This design comes from an exercise in tuning for a short achievable clock period and few clock cycles on the open sky130 flow, not from production work. Function was checked by simulation only, so behaviour that the tests miss may differ from the original. Power is estimated from default activity; no workload was simulated.

**design/flow/design.v**
```verilog
package cpu_pkg;
    localparam logic [6:0] OPC_OP     = 7'b0110011;
    localparam logic [6:0] OPC_OP_IMM = 7'b0010011;
    localparam logic [6:0] OPC_LUI    = 7'b0110111;
    localparam logic [6:0] OPC_LOAD   = 7'b0000011;
    localparam logic [6:0] OPC_STORE  = 7'b0100011;
    localparam logic [6:0] OPC_BRANCH = 7'b1100011;
    localparam logic [6:0] OPC_JAL    = 7'b1101111;
    localparam logic [2:0] ALU_ADD    = 3'd0;
    localparam logic [2:0] ALU_SUB    = 3'd1;
    localparam logic [2:0] ALU_AND    = 3'd2;
    localparam logic [2:0] ALU_OR     = 3'd3;
    localparam logic [2:0] ALU_XOR    = 3'd4;
    localparam logic [2:0] ALU_SLT    = 3'd5;
    localparam logic [2:0] ALU_PASS_B = 3'd6;
    localparam logic WB_ALU = 1'b0;
    localparam logic WB_MEM = 1'b1;
    localparam logic [1:0] FWD_REG = 2'd0;
    localparam logic [1:0] FWD_MEM = 2'd1;
    localparam logic [1:0] FWD_WB  = 2'd2;
endpackage
module fetch_stage (
    input  logic                 clk,
    input  logic                 rst_n,
    input  logic                 stall,
    input  logic                 redirect_taken,
    input  logic [32-1:0] redirect_pc,
    output logic [32-1:0] imem_addr,
    input  logic [32-1:0] imem_data,
    output logic [32-1:0] pc_d,
    output logic [32-1:0] instr_d
);
    logic [32-1:0] pc;
    assign imem_addr = pc;
    always_ff @(posedge clk) begin
        if (!rst_n) begin
            pc      <= 32'h0000_0000;
            instr_d <= 32'h0000_0013;
        end else if (redirect_taken) begin
            pc      <= redirect_pc;
            instr_d <= 32'h0000_0013;
        end else if (!stall) begin
            pc      <= pc + 32'd4;
            instr_d <= imem_data;
        end
    end
    always_ff @(posedge clk) begin
        if (!stall || redirect_taken) begin
            pc_d <= pc;
        end
    end
endmodule
module reg_file (
    input  logic                   clk,
    input  logic                   rst_n,
    input  logic [5-1:0] rs1,
    input  logic [5-1:0] rs2,
    output logic [32-1:0]   rs1_val,
    output logic [32-1:0]   rs2_val,
    input  logic                   wb_reg_we,
    input  logic [5-1:0] wb_rd,
    input  logic [32-1:0]   wb_data
);
    logic [32-1:0] regs [32];
    always_ff @(posedge clk) begin
        if (!rst_n) begin
            for (int i = 0; i < 32; i++) begin
                regs[i] <= '0;
            end
        end else if (wb_reg_we && (wb_rd != '0)) begin
            regs[wb_rd] <= wb_data;
        end
    end
    assign rs1_val = (rs1 == '0)                 ? '0      :
                     (wb_reg_we && wb_rd == rs1) ? wb_data : regs[rs1];
    assign rs2_val = (rs2 == '0)                 ? '0      :
                     (wb_reg_we && wb_rd == rs2) ? wb_data : regs[rs2];
endmodule
module decode_stage (
    input  logic                   clk,
    input  logic                   rst_n,
    input  logic [32-1:0]   pc_d,
    input  logic [32-1:0]   instr_d,
    input  logic                   redirect_taken,
    output logic                   stall,
    input  logic                   wb_reg_we,
    input  logic [5-1:0] wb_rd,
    input  logic [32-1:0]   wb_data,
    output logic [32-1:0]   ex_pc,
    output logic [5-1:0] ex_rs1,
    output logic [5-1:0] ex_rs2,
    output logic [5-1:0] ex_rd,
    output logic [32-1:0]   ex_rs1_val,
    output logic [32-1:0]   ex_rs2_val,
    output logic [32-1:0]   ex_imm,
    output logic                   ex_reg_we,
    output logic                   ex_mem_we,
    output logic                   ex_mem_re,
    output logic                   ex_wb_sel,
    output logic [2:0]             ex_alu_op,
    output logic                   ex_imm_src,
    output logic                   ex_is_branch,
    output logic                   ex_branch_ne,
    output logic                   ex_is_jal
);
    logic [6:0]             opcode;
    logic [2:0]             funct3;
    logic                   funct7_b5;
    logic [5-1:0] rs1;
    logic [5-1:0] rs2;
    logic [5-1:0] rd;
    logic [32-1:0]   rs1_val;
    logic [32-1:0]   rs2_val;
    logic [32-1:0]   imm;
    logic                   c_reg_we;
    logic                   c_mem_we;
    logic                   c_mem_re;
    logic                   c_wb_sel;
    logic [2:0]             c_alu_op;
    logic                   c_imm_src;
    logic                   c_is_branch;
    logic                   c_branch_ne;
    logic                   c_is_jal;
    logic                   uses_rs1;
    logic                   uses_rs2;
    logic                   legal;
    assign opcode    = instr_d[6:0];
    assign funct3    = instr_d[14:12];
    assign funct7_b5 = instr_d[30];
    assign rs1       = instr_d[19:15];
    assign rs2       = instr_d[24:20];
    assign rd        = instr_d[11:7];
    reg_file reg_file_inst (
        .clk       (clk),
        .rst_n     (rst_n),
        .rs1       (rs1),
        .rs2       (rs2),
        .rs1_val   (rs1_val),
        .rs2_val   (rs2_val),
        .wb_reg_we (wb_reg_we),
        .wb_rd     (wb_rd),
        .wb_data   (wb_data)
    );
    always_comb begin
        c_reg_we    = 1'b0;
        c_mem_we    = 1'b0;
        c_mem_re    = 1'b0;
        c_wb_sel    = cpu_pkg::WB_ALU;
        c_alu_op    = cpu_pkg::ALU_ADD;
        c_imm_src   = 1'b0;
        c_is_branch = 1'b0;
        c_branch_ne = 1'b0;
        c_is_jal    = 1'b0;
        imm         = '0;
        uses_rs1    = 1'b0;
        uses_rs2    = 1'b0;
        legal       = 1'b1;
        case (opcode)
            cpu_pkg::OPC_OP: begin
                c_reg_we = 1'b1;
                uses_rs1 = 1'b1;
                uses_rs2 = 1'b1;
                case (funct3)
                    3'b000:  c_alu_op = funct7_b5 ? cpu_pkg::ALU_SUB : cpu_pkg::ALU_ADD;
                    3'b111:  c_alu_op = cpu_pkg::ALU_AND;
                    3'b110:  c_alu_op = cpu_pkg::ALU_OR;
                    3'b100:  c_alu_op = cpu_pkg::ALU_XOR;
                    3'b010:  c_alu_op = cpu_pkg::ALU_SLT;
                    default: legal = 1'b0;
                endcase
            end
            cpu_pkg::OPC_OP_IMM: begin
                c_reg_we  = 1'b1;
                c_imm_src = 1'b1;
                uses_rs1  = 1'b1;
                imm       = {{20{instr_d[31]}}, instr_d[31:20]};
                legal     = (funct3 == 3'b000);
            end
            cpu_pkg::OPC_LUI: begin
                c_reg_we  = 1'b1;
                c_imm_src = 1'b1;
                c_alu_op  = cpu_pkg::ALU_PASS_B;
                imm       = {instr_d[31:12], 12'b0};
            end
            cpu_pkg::OPC_LOAD: begin
                c_reg_we  = 1'b1;
                c_mem_re  = 1'b1;
                c_wb_sel  = cpu_pkg::WB_MEM;
                c_imm_src = 1'b1;
                uses_rs1  = 1'b1;
                imm       = {{20{instr_d[31]}}, instr_d[31:20]};
                legal     = (funct3 == 3'b010);
            end
            cpu_pkg::OPC_STORE: begin
                c_mem_we  = 1'b1;
                c_imm_src = 1'b1;
                uses_rs1  = 1'b1;
                uses_rs2  = 1'b1;
                imm       = {{20{instr_d[31]}}, instr_d[31:25], instr_d[11:7]};
                legal     = (funct3 == 3'b010);
            end
            cpu_pkg::OPC_BRANCH: begin
                c_is_branch = 1'b1;
                c_branch_ne = funct3[0];
                uses_rs1    = 1'b1;
                uses_rs2    = 1'b1;
                imm         = {{19{instr_d[31]}}, instr_d[31], instr_d[7],
                               instr_d[30:25], instr_d[11:8], 1'b0};
                legal       = (funct3[2:1] == 2'b00);
            end
            cpu_pkg::OPC_JAL: begin
                c_reg_we = 1'b1;
                c_is_jal = 1'b1;
                imm      = {{11{instr_d[31]}}, instr_d[31], instr_d[19:12],
                            instr_d[20], instr_d[30:21], 1'b0};
            end
            default: legal = 1'b0;
        endcase
        if (!legal) begin
            c_reg_we    = 1'b0;
            c_mem_we    = 1'b0;
            c_mem_re    = 1'b0;
            c_wb_sel    = cpu_pkg::WB_ALU;
            c_alu_op    = cpu_pkg::ALU_ADD;
            c_imm_src   = 1'b0;
            c_is_branch = 1'b0;
            c_branch_ne = 1'b0;
            c_is_jal    = 1'b0;
            uses_rs1    = 1'b0;
            uses_rs2    = 1'b0;
        end
        c_reg_we = c_reg_we && (rd != '0);
    end
    assign stall = ex_mem_re && (ex_rd != '0) &&
                   ((uses_rs1 && (rs1 == ex_rd)) || (uses_rs2 && (rs2 == ex_rd)));
    always_ff @(posedge clk) begin
        if (!rst_n || stall || redirect_taken) begin
            ex_reg_we    <= 1'b0;
            ex_mem_we    <= 1'b0;
            ex_mem_re    <= 1'b0;
            ex_wb_sel    <= cpu_pkg::WB_ALU;
            ex_alu_op    <= cpu_pkg::ALU_ADD;
            ex_imm_src   <= 1'b0;
            ex_is_branch <= 1'b0;
            ex_branch_ne <= 1'b0;
            ex_is_jal    <= 1'b0;
            ex_rd        <= '0;
        end else begin
            ex_reg_we    <= c_reg_we;
            ex_mem_we    <= c_mem_we;
            ex_mem_re    <= c_mem_re;
            ex_wb_sel    <= c_wb_sel;
            ex_alu_op    <= c_alu_op;
            ex_imm_src   <= c_imm_src;
            ex_is_branch <= c_is_branch;
            ex_branch_ne <= c_branch_ne;
            ex_is_jal    <= c_is_jal;
            ex_rd        <= rd;
        end
    end
    always_ff @(posedge clk) begin
        ex_pc      <= pc_d;
        ex_rs1     <= rs1;
        ex_rs2     <= rs2;
        ex_rs1_val <= rs1_val;
        ex_rs2_val <= rs2_val;
        ex_imm     <= imm;
    end
endmodule
module execute_stage (
    input  logic                   clk,
    input  logic                   rst_n,
    input  logic [32-1:0]   ex_pc,
    input  logic [5-1:0] ex_rs1,
    input  logic [5-1:0] ex_rs2,
    input  logic [5-1:0] ex_rd,
    input  logic [32-1:0]   ex_rs1_val,
    input  logic [32-1:0]   ex_rs2_val,
    input  logic [32-1:0]   ex_imm,
    input  logic                   ex_reg_we,
    input  logic                   ex_mem_we,
    input  logic                   ex_mem_re,
    input  logic                   ex_wb_sel,
    input  logic [2:0]             ex_alu_op,
    input  logic                   ex_imm_src,
    input  logic                   ex_is_branch,
    input  logic                   ex_branch_ne,
    input  logic                   ex_is_jal,
    input  logic                   wb_reg_we,
    input  logic [5-1:0] wb_rd,
    input  logic [32-1:0]   wb_data,
    output logic [32-1:0]   mem_result,
    output logic [32-1:0]   mem_store_data,
    output logic [5-1:0] mem_rd,
    output logic [32-1:0]   mem_pc,
    output logic                   mem_reg_we,
    output logic                   mem_mem_we,
    output logic                   mem_mem_re,
    output logic                   mem_wb_sel,
    output logic [2:0]             mem_alu_op,
    output logic                   mem_imm_src,
    output logic                   mem_is_branch,
    output logic                   mem_branch_ne,
    output logic                   mem_is_jal,
    output logic                   redirect_taken,
    output logic [32-1:0]   redirect_pc
);
    logic [1:0]           fwd_a;
    logic [1:0]           fwd_b;
    logic [32-1:0] src_a;
    logic [32-1:0] src_b;
    logic [32-1:0] op_b;
    logic [32-1:0] alu_out;
    logic [32-1:0] result;
    logic                 branch_eq;
    always_comb begin
        if (mem_reg_we && !mem_mem_re && (mem_rd != '0) && (mem_rd == ex_rs1)) begin
            fwd_a = cpu_pkg::FWD_MEM;
        end else if (wb_reg_we && (wb_rd == ex_rs1)) begin
            fwd_a = cpu_pkg::FWD_WB;
        end else begin
            fwd_a = cpu_pkg::FWD_REG;
        end
        if (mem_reg_we && !mem_mem_re && (mem_rd != '0) && (mem_rd == ex_rs2)) begin
            fwd_b = cpu_pkg::FWD_MEM;
        end else if (wb_reg_we && (wb_rd == ex_rs2)) begin
            fwd_b = cpu_pkg::FWD_WB;
        end else begin
            fwd_b = cpu_pkg::FWD_REG;
        end
    end
    always_comb begin
        case (fwd_a)
            cpu_pkg::FWD_MEM: src_a = mem_result;
            cpu_pkg::FWD_WB:  src_a = wb_data;
            default:          src_a = ex_rs1_val;
        endcase
        case (fwd_b)
            cpu_pkg::FWD_MEM: src_b = mem_result;
            cpu_pkg::FWD_WB:  src_b = wb_data;
            default:          src_b = ex_rs2_val;
        endcase
    end
    assign op_b = ex_imm_src ? ex_imm : src_b;
    always_comb begin
        case (ex_alu_op)
            cpu_pkg::ALU_SUB:    alu_out = src_a - op_b;
            cpu_pkg::ALU_AND:    alu_out = src_a & op_b;
            cpu_pkg::ALU_OR:     alu_out = src_a | op_b;
            cpu_pkg::ALU_XOR:    alu_out = src_a ^ op_b;
            cpu_pkg::ALU_SLT:    alu_out = {{(32-1){1'b0}}, $signed(src_a) < $signed(op_b)};
            cpu_pkg::ALU_PASS_B: alu_out = op_b;
            default:             alu_out = src_a + op_b;
        endcase
    end
    assign branch_eq = (src_a == src_b);
    assign redirect_taken = ex_is_jal || (ex_is_branch && (branch_eq ^ ex_branch_ne));
    assign redirect_pc    = ex_pc + ex_imm;
    assign result = ex_is_jal ? ex_pc + 32'd4 : alu_out;
    always_ff @(posedge clk) begin
        if (!rst_n) begin
            mem_reg_we    <= 1'b0;
            mem_mem_we    <= 1'b0;
            mem_mem_re    <= 1'b0;
            mem_wb_sel    <= cpu_pkg::WB_ALU;
            mem_alu_op    <= cpu_pkg::ALU_ADD;
            mem_imm_src   <= 1'b0;
            mem_is_branch <= 1'b0;
            mem_branch_ne <= 1'b0;
            mem_is_jal    <= 1'b0;
        end else begin
            mem_reg_we    <= ex_reg_we;
            mem_mem_we    <= ex_mem_we;
            mem_mem_re    <= ex_mem_re;
            mem_wb_sel    <= ex_wb_sel;
            mem_alu_op    <= ex_alu_op;
            mem_imm_src   <= ex_imm_src;
            mem_is_branch <= ex_is_branch;
            mem_branch_ne <= ex_branch_ne;
            mem_is_jal    <= ex_is_jal;
        end
    end
    always_ff @(posedge clk) begin
        mem_result     <= result;
        mem_store_data <= src_b;
        mem_rd         <= ex_rd;
        mem_pc         <= ex_pc;
    end
endmodule
module memory_stage (
    input  logic                   clk,
    input  logic                   rst_n,
    input  logic [32-1:0]   mem_result,
    input  logic [32-1:0]   mem_store_data,
    input  logic [5-1:0] mem_rd,
    input  logic [32-1:0]   mem_pc,
    input  logic                   mem_reg_we,
    input  logic                   mem_mem_we,
    input  logic                   mem_wb_sel,
    output logic [32-1:0]   dmem_addr,
    output logic [32-1:0]   dmem_wdata,
    output logic                   dmem_we,
    input  logic [32-1:0]   dmem_rdata,
    output logic                   wb_reg_we,
    output logic [5-1:0] wb_rd,
    output logic [32-1:0]   wb_data,
    output logic [32-1:0]   wb_pc
);
    assign dmem_addr  = mem_result;
    assign dmem_wdata = mem_store_data;
    assign dmem_we    = mem_mem_we;
    always_ff @(posedge clk) begin
        if (!rst_n) begin
            wb_reg_we <= 1'b0;
        end else begin
            wb_reg_we <= mem_reg_we;
        end
    end
    always_ff @(posedge clk) begin
        wb_rd   <= mem_rd;
        wb_pc   <= mem_pc;
        wb_data <= (mem_wb_sel == cpu_pkg::WB_MEM) ? dmem_rdata : mem_result;
    end
endmodule
module cpu_core (
    input  logic                   clk,
    input  logic                   rst_n,
    output logic [32-1:0]   imem_addr,
    input  logic [32-1:0]   imem_data,
    output logic [32-1:0]   dmem_addr,
    output logic [32-1:0]   dmem_wdata,
    output logic                   dmem_we,
    input  logic [32-1:0]   dmem_rdata,
    output logic                   debug_wb_ena,
    output logic [5-1:0] debug_wb_reg,
    output logic [32-1:0]   debug_wb_value,
    output logic [32-1:0]   debug_wb_pc
);
    logic                   stall;
    logic                   redirect_taken;
    logic [32-1:0]   redirect_pc;
    logic [32-1:0]   pc_d;
    logic [32-1:0]   instr_d;
    logic [32-1:0]   ex_pc;
    logic [5-1:0] ex_rs1;
    logic [5-1:0] ex_rs2;
    logic [5-1:0] ex_rd;
    logic [32-1:0]   ex_rs1_val;
    logic [32-1:0]   ex_rs2_val;
    logic [32-1:0]   ex_imm;
    logic                   ex_reg_we;
    logic                   ex_mem_we;
    logic                   ex_mem_re;
    logic                   ex_wb_sel;
    logic [2:0]             ex_alu_op;
    logic                   ex_imm_src;
    logic                   ex_is_branch;
    logic                   ex_branch_ne;
    logic                   ex_is_jal;
    logic [32-1:0]   mem_result;
    logic [32-1:0]   mem_store_data;
    logic [5-1:0] mem_rd;
    logic [32-1:0]   mem_pc;
    logic                   mem_reg_we;
    logic                   mem_mem_we;
    logic                   mem_mem_re;
    logic                   mem_wb_sel;
    logic [2:0]             mem_alu_op;
    logic                   mem_imm_src;
    logic                   mem_is_branch;
    logic                   mem_branch_ne;
    logic                   mem_is_jal;
    logic                   wb_reg_we;
    logic [5-1:0] wb_rd;
    logic [32-1:0]   wb_data;
    logic [32-1:0]   wb_pc;
    fetch_stage fetch_stage_inst (
        .clk            (clk),
        .rst_n          (rst_n),
        .stall          (stall),
        .redirect_taken (redirect_taken),
        .redirect_pc    (redirect_pc),
        .imem_addr      (imem_addr),
        .imem_data      (imem_data),
        .pc_d           (pc_d),
        .instr_d        (instr_d)
    );
    decode_stage decode_stage_inst (
        .clk            (clk),
        .rst_n          (rst_n),
        .pc_d           (pc_d),
        .instr_d        (instr_d),
        .redirect_taken (redirect_taken),
        .stall          (stall),
        .wb_reg_we      (wb_reg_we),
        .wb_rd          (wb_rd),
        .wb_data        (wb_data),
        .ex_pc          (ex_pc),
        .ex_rs1         (ex_rs1),
        .ex_rs2         (ex_rs2),
        .ex_rd          (ex_rd),
        .ex_rs1_val     (ex_rs1_val),
        .ex_rs2_val     (ex_rs2_val),
        .ex_imm         (ex_imm),
        .ex_reg_we      (ex_reg_we),
        .ex_mem_we      (ex_mem_we),
        .ex_mem_re      (ex_mem_re),
        .ex_wb_sel      (ex_wb_sel),
        .ex_alu_op      (ex_alu_op),
        .ex_imm_src     (ex_imm_src),
        .ex_is_branch   (ex_is_branch),
        .ex_branch_ne   (ex_branch_ne),
        .ex_is_jal      (ex_is_jal)
    );
    execute_stage execute_stage_inst (
        .clk            (clk),
        .rst_n          (rst_n),
        .ex_pc          (ex_pc),
        .ex_rs1         (ex_rs1),
        .ex_rs2         (ex_rs2),
        .ex_rd          (ex_rd),
        .ex_rs1_val     (ex_rs1_val),
        .ex_rs2_val     (ex_rs2_val),
        .ex_imm         (ex_imm),
        .ex_reg_we      (ex_reg_we),
        .ex_mem_we      (ex_mem_we),
        .ex_mem_re      (ex_mem_re),
        .ex_wb_sel      (ex_wb_sel),
        .ex_alu_op      (ex_alu_op),
        .ex_imm_src     (ex_imm_src),
        .ex_is_branch   (ex_is_branch),
        .ex_branch_ne   (ex_branch_ne),
        .ex_is_jal      (ex_is_jal),
        .wb_reg_we      (wb_reg_we),
        .wb_rd          (wb_rd),
        .wb_data        (wb_data),
        .mem_result     (mem_result),
        .mem_store_data (mem_store_data),
        .mem_rd         (mem_rd),
        .mem_pc         (mem_pc),
        .mem_reg_we     (mem_reg_we),
        .mem_mem_we     (mem_mem_we),
        .mem_mem_re     (mem_mem_re),
        .mem_wb_sel     (mem_wb_sel),
        .mem_alu_op     (mem_alu_op),
        .mem_imm_src    (mem_imm_src),
        .mem_is_branch  (mem_is_branch),
        .mem_branch_ne  (mem_branch_ne),
        .mem_is_jal     (mem_is_jal),
        .redirect_taken (redirect_taken),
        .redirect_pc    (redirect_pc)
    );
    memory_stage memory_stage_inst (
        .clk            (clk),
        .rst_n          (rst_n),
        .mem_result     (mem_result),
        .mem_store_data (mem_store_data),
        .mem_rd         (mem_rd),
        .mem_pc         (mem_pc),
        .mem_reg_we     (mem_reg_we),
        .mem_mem_we     (mem_mem_we),
        .mem_wb_sel     (mem_wb_sel),
        .dmem_addr      (dmem_addr),
        .dmem_wdata     (dmem_wdata),
        .dmem_we        (dmem_we),
        .dmem_rdata     (dmem_rdata),
        .wb_reg_we      (wb_reg_we),
        .wb_rd          (wb_rd),
        .wb_data        (wb_data),
        .wb_pc          (wb_pc)
    );
    assign debug_wb_ena   = wb_reg_we;
    assign debug_wb_reg   = wb_rd;
    assign debug_wb_value = wb_data;
    assign debug_wb_pc    = wb_pc;
endmodule
```
**design/flow/run.sh**
```bash
#!/bin/bash
# synth_recipe.tcl (not shown) runs the flow's synth.tcl, then flattens the netlist and writes it again
# the make line also repeats each setting of config.mk as NAME=value (left out here)
make -C /OpenROAD-flow-scripts/flow DESIGN_CONFIG=/design/flow/config.mk WORK_HOME=/design/flow/orfs CLKGATE_MAP_FILE= SYNTH_SCRIPT=/design/flow/synth_recipe.tcl finish
```
**design/flow/config.mk**
```make
export PLATFORM = sky130hd
export DESIGN_NAME = cpu_core
export DESIGN_NICKNAME = cpu_core
export VERILOG_FILES = /design/flow/design.v
export SDC_FILE = /design/flow/constraint.sdc
export NUM_CORES = 4
export LEC_CHECK = 0
export CAP_MARGIN = 20
export CORE_MARGIN = 2
export CORE_UTILIZATION = 40
export SLEW_MARGIN = 20
```
**design/flow/constraint.sdc**
```tcl
create_clock -name core_clock -period 6.0 [get_ports {clk}]
set_input_delay 1.2000 -clock core_clock [delete_from_list [all_inputs] [get_ports {clk}]]
set_output_delay 1.2000 -clock core_clock [all_outputs]
set_load 0.01 [all_outputs]
```
==> results.yml <==
yosys:
  synth_most_common_cell: "edfxtp_1"
  synth_top_family_by_area: "multiplexers"
  synthArstFlopShare_pct: 0
  synthesis.instances: 5726
  synthXorXnorAreaFrac_pct: 2.00
  ys_types: 81
  synth_top_area_share_pct: 41.3
  ys_seq_area_share_pct: 51.7
  synth_largest_area_cell: "edfxtp_1"
  synth-edff-count: 1056
  syn_area_mm2: 0.0768
  yosys_most_used_dff: "edfxtp_1"
  synthSimpleGateAreaFrac_pct: 12.4
  ys.warnings.count: 5
  synth_seq_cells: 1457
  synth.area.top_cells: "edfxtp_1, mux4_2, dfxtp_1"
  synth_compound_area_share_pct: 6.88
  syn_area_per_cell_um2: 13.4
  synthAdderAreaFrac_pct: 2.16
  synthMuxAreaShare_pct: 21.7
  synth_common_cells: "edfxtp_1, and2_1, mux4_2"
critical_path:
  start_kind: "register"
  path_cells: "or4_1 > o21ai_2 > or3_4 > a21oi_1 > mux2i_1 > inv_1 > ha_1 > o21ba_2 > or4_1 > a311o_1 > a211oi_1 > o32a_1 > a31oi_1 > o41a_1 > o21bai_1 > a21o_1 > o31ai_1 > mux2i_1 > a211oi_1"
  setup.worst_path.end_class: "register"
  r2r_slack_ns: 0.37
  timing.rr.end: "execute_stage_inst.mem_result[31]$_DFF_P_"
  critPathKind: "reg2reg"
  arrival_ns: 6.37
  critical_path_required_ns: 6.74
  r2r_start: "execute_stage_inst.mem_rd[1]$_DFF_P_"
  worst-r2r-cell-count: 19
  max_stage_delay_ns: 0.55
  worstPathMaxFanout: 28
  slowest_stage: "or4_1"
sta:
  worstMarginPinSlew_ns: 1.10
  fin_setup_tns_ns: 0
  hold_viol: 0
  skew_ns: 0.0269
  rsz0062_at_grt: "false"
  finalCritPeriodShare_pct: 93.8
  slew_viol_final: 0
  period_needed_ns: 5.63
  setup_viol: 0
  maxSlewHeadroom_pct: 26.4
  fin_ws_ns: 0.371
  fmax_ghz: 0.178
hold_path:
  hold_class: "reg2reg"
  min_to: "memory_stage_inst.wb_pc[12]$_DFF_P_"
  hp-start: "execute_stage_inst.mem_pc[12]$_DFF_P_"
  min_delay_path_depth: 0
layout:
  fin_nets: 6070
  stdcell_area_mm2: 0.0881
  fin_util_pct: 46.2
  areaGrowthSynthToFinish_pct: 14.7
  post_route_cells_drive_above_1_share_pct: 20.9
placement:
  dpl_cell_area_mm2: 0.0828
  dp_hpwl_um: 176000
  pre_cts_slack_ns: 0.222
  routabilityCongestion: 0.953
  io_buffers: 232
cts:
  cts-root-buf: "clkbuf_16"
  clock_sinks: 1457
  clkLatencyLatePin_ns: 0.83
  cts_buffers: 161
  path_clk_slew_ns: 0.06
  htreeDepth: 4
  clock_path_buffers: 3
  cts_tree: "built"
floorplanning:
  core.rowCount: 160
  top_level_ports: 233
  core_area_mm2: 0.191
  fp.dieH_um: 442
  die-area_mm2: 0.196
  fp.dieW_um: 442
  start_util_pct: 40.3
detailed_routing:
  wl_um: 269000
  ant_nets: 0
  vias_per_cell: 6.05
  detail_route.iter0.violations: 6077
  dr.pass1.iters: 5
  vias: 51482
  wl_per_cell_um: 31.6
  drc_errors: 0
global_routing:
  globalRoute.totalOverflow: 0
  gr-usage-all-layers_pct: 27.2
  grt_max_degree: 102
  antenna_found_initial: 13
  grt_pass1_wl_um: 382000
  grt_pass1_vias: 51314
status:
  status: "finished clean"
power_and_ir_drop:
  power_density_mw_per_mm2: 312
  p_leak_nw: 31.7
  vdd_drop_max_mv: 0.272
flow_run:
  maxCapViolations: 0
state kept, by name, summed over array words and instances, names as in the netlist, 32 cells and up, named ones only:
signal                                flops
decode_stage_inst.reg_file_inst.regs   1024
decode_stage_inst.ex_imm                 32
decode_stage_inst.ex_pc                  32
decode_stage_inst.ex_rs1_val             32
decode_stage_inst.ex_rs2_val             32
execute_stage_inst.mem_pc                32
execute_stage_inst.mem_result            32
execute_stage_inst.mem_store_data        32
fetch_stage_inst.instr_d                 32
fetch_stage_inst.pc                      32
fetch_stage_inst.pc_d                    32
memory_stage_inst.wb_data                32
memory_stage_inst.wb_pc                  32
report_power, final:
part	switching (W)	leakage, nW	internal (W)
combinational	0.00342	15.0	0.00220
clock	0.00425	2.48	0.00545
sequential	0.000766	14.2	0.0114
total	0.00843	31.7	0.0190
through the flow:
step	instances	total power (W)	hold slack (ns)
after CTS	8502	0.0275	0.326
final	8514	0.0274	0.325
after detailed placement	8212	0.0178	0.312
after global placement	8211	0.0178	0.310
after floorplan	5757	0.0151	0.310
after global routing	8510	0.0283	0.328
worst max path at each step:
stage,startpoint,endpoint,cells past startpoint
2_1_floorplan,execute_stage_inst.mem_rd[1]$_DFF_P_,execute_stage_inst.mem_result[31]$_DFF_P_,25
3_3_place_gp,execute_stage_inst.mem_rd[1]$_DFF_P_,execute_stage_inst.mem_result[25]$_DFF_P_,20
3_5_place_dp,execute_stage_inst.mem_rd[1]$_DFF_P_,execute_stage_inst.mem_result[31]$_DFF_P_,19
4_1_cts,execute_stage_inst.mem_rd[1]$_DFF_P_,execute_stage_inst.mem_result[31]$_DFF_P_,19
5_1_grt,memory_stage_inst.wb_rd[2]$_DFF_P_,execute_stage_inst.mem_result[31]$_DFF_P_,21
6_report,execute_stage_inst.mem_rd[1]$_DFF_P_,execute_stage_inst.mem_result[31]$_DFF_P_,19
worst max-delay path: cells and delay by family (launching register included):
kind,cells,cell delay (ns)
simple gates,3,1.40
compound gates,12,3.01
flops,1,0.35
buf+inv,1,0.08
mux,2,0.39
fa+ha+maj,1,0.29
cell usage in the layout (no fill, tap or decap), types with 53 or more instances in the layout:
cell	netlist	routed
buf_4	6	202
o21ai_0	137	107
mux4_2	640	640
dfxtp_1	401	388
inv_1	110	109
a21o_1	53	53
a211oi_1	111	111
a21oi_1	164	163
mux2i_1	184	183
ha_1	131	131
clkdlybuf4s50_1	0	231
xnor2_1	127	127
and2_1	1008	1008
clkbuf_16	0	164
edfxtp_1	1056	1056
nand2_1	154	154
nor2_1	311	277
logic make-up after synthesis:
kind of cell	after synthesis
buf+inv	615
mux	861
flops	1457
other cells	1
simple gates	1712
fa+ha+maj	132
compound gates	774
xor+xnor	174
cell type report:
class | instances | area [um^2]
multi-input cells | 3685 | 35400
inverters | 110 | 413
clock inverters | 85 | 741
diodes | 4 | 10.0
well taps | 2511 | 3140
repair buffers | 457 | 4320
clock buffers | 205 | 4320
flip-flops and latches | 1457 | 39800
fillers | 16708 | 103000
timing repair:
action / CTS / global route
hold buffers: 0 / 0
resized for setup: 0 / 4
setup endpoints to repair: 0 / 6
setup buffers: 0 / 6
layer usage:
layer  vias up  GRT usage (%)  routed length, um
li1      21933              -                  -
met4         6           13.9              15300
met2      2605           43.5             126000
met5         -              0                 41
met1     26358           35.4             105000
met3       580           4.91              22300
Testbench counts, summed over its fixed seeds: cycles 120,508.

[port drivers added, routing unchanged]
Ports are ideal in the flow. The routed layout listed here was re-timed in OpenROAD. Step 1: set_driving_cell puts a clkbuf_16 on clk and a buf_2 on each other input, an assumption about the parent block. Step 2, shift: input delay + t, output delay - t, t = (earliest + latest rising clock arrival at the registers) / 2. This alone moves slack from input paths to output paths. Slacks: ideal ports / drivers / drivers and shift; pairs: ideal ports / drivers.
t (ns): 0.903
slack for setup (ns): 0.371 / 0.371 / 0.371
worst setup path at the end: register to register
After both steps setup and hold are still met in this run. For this run, drivers alone change the setup slack by 0.000 ns; drivers and shift together by 0.000 ns.
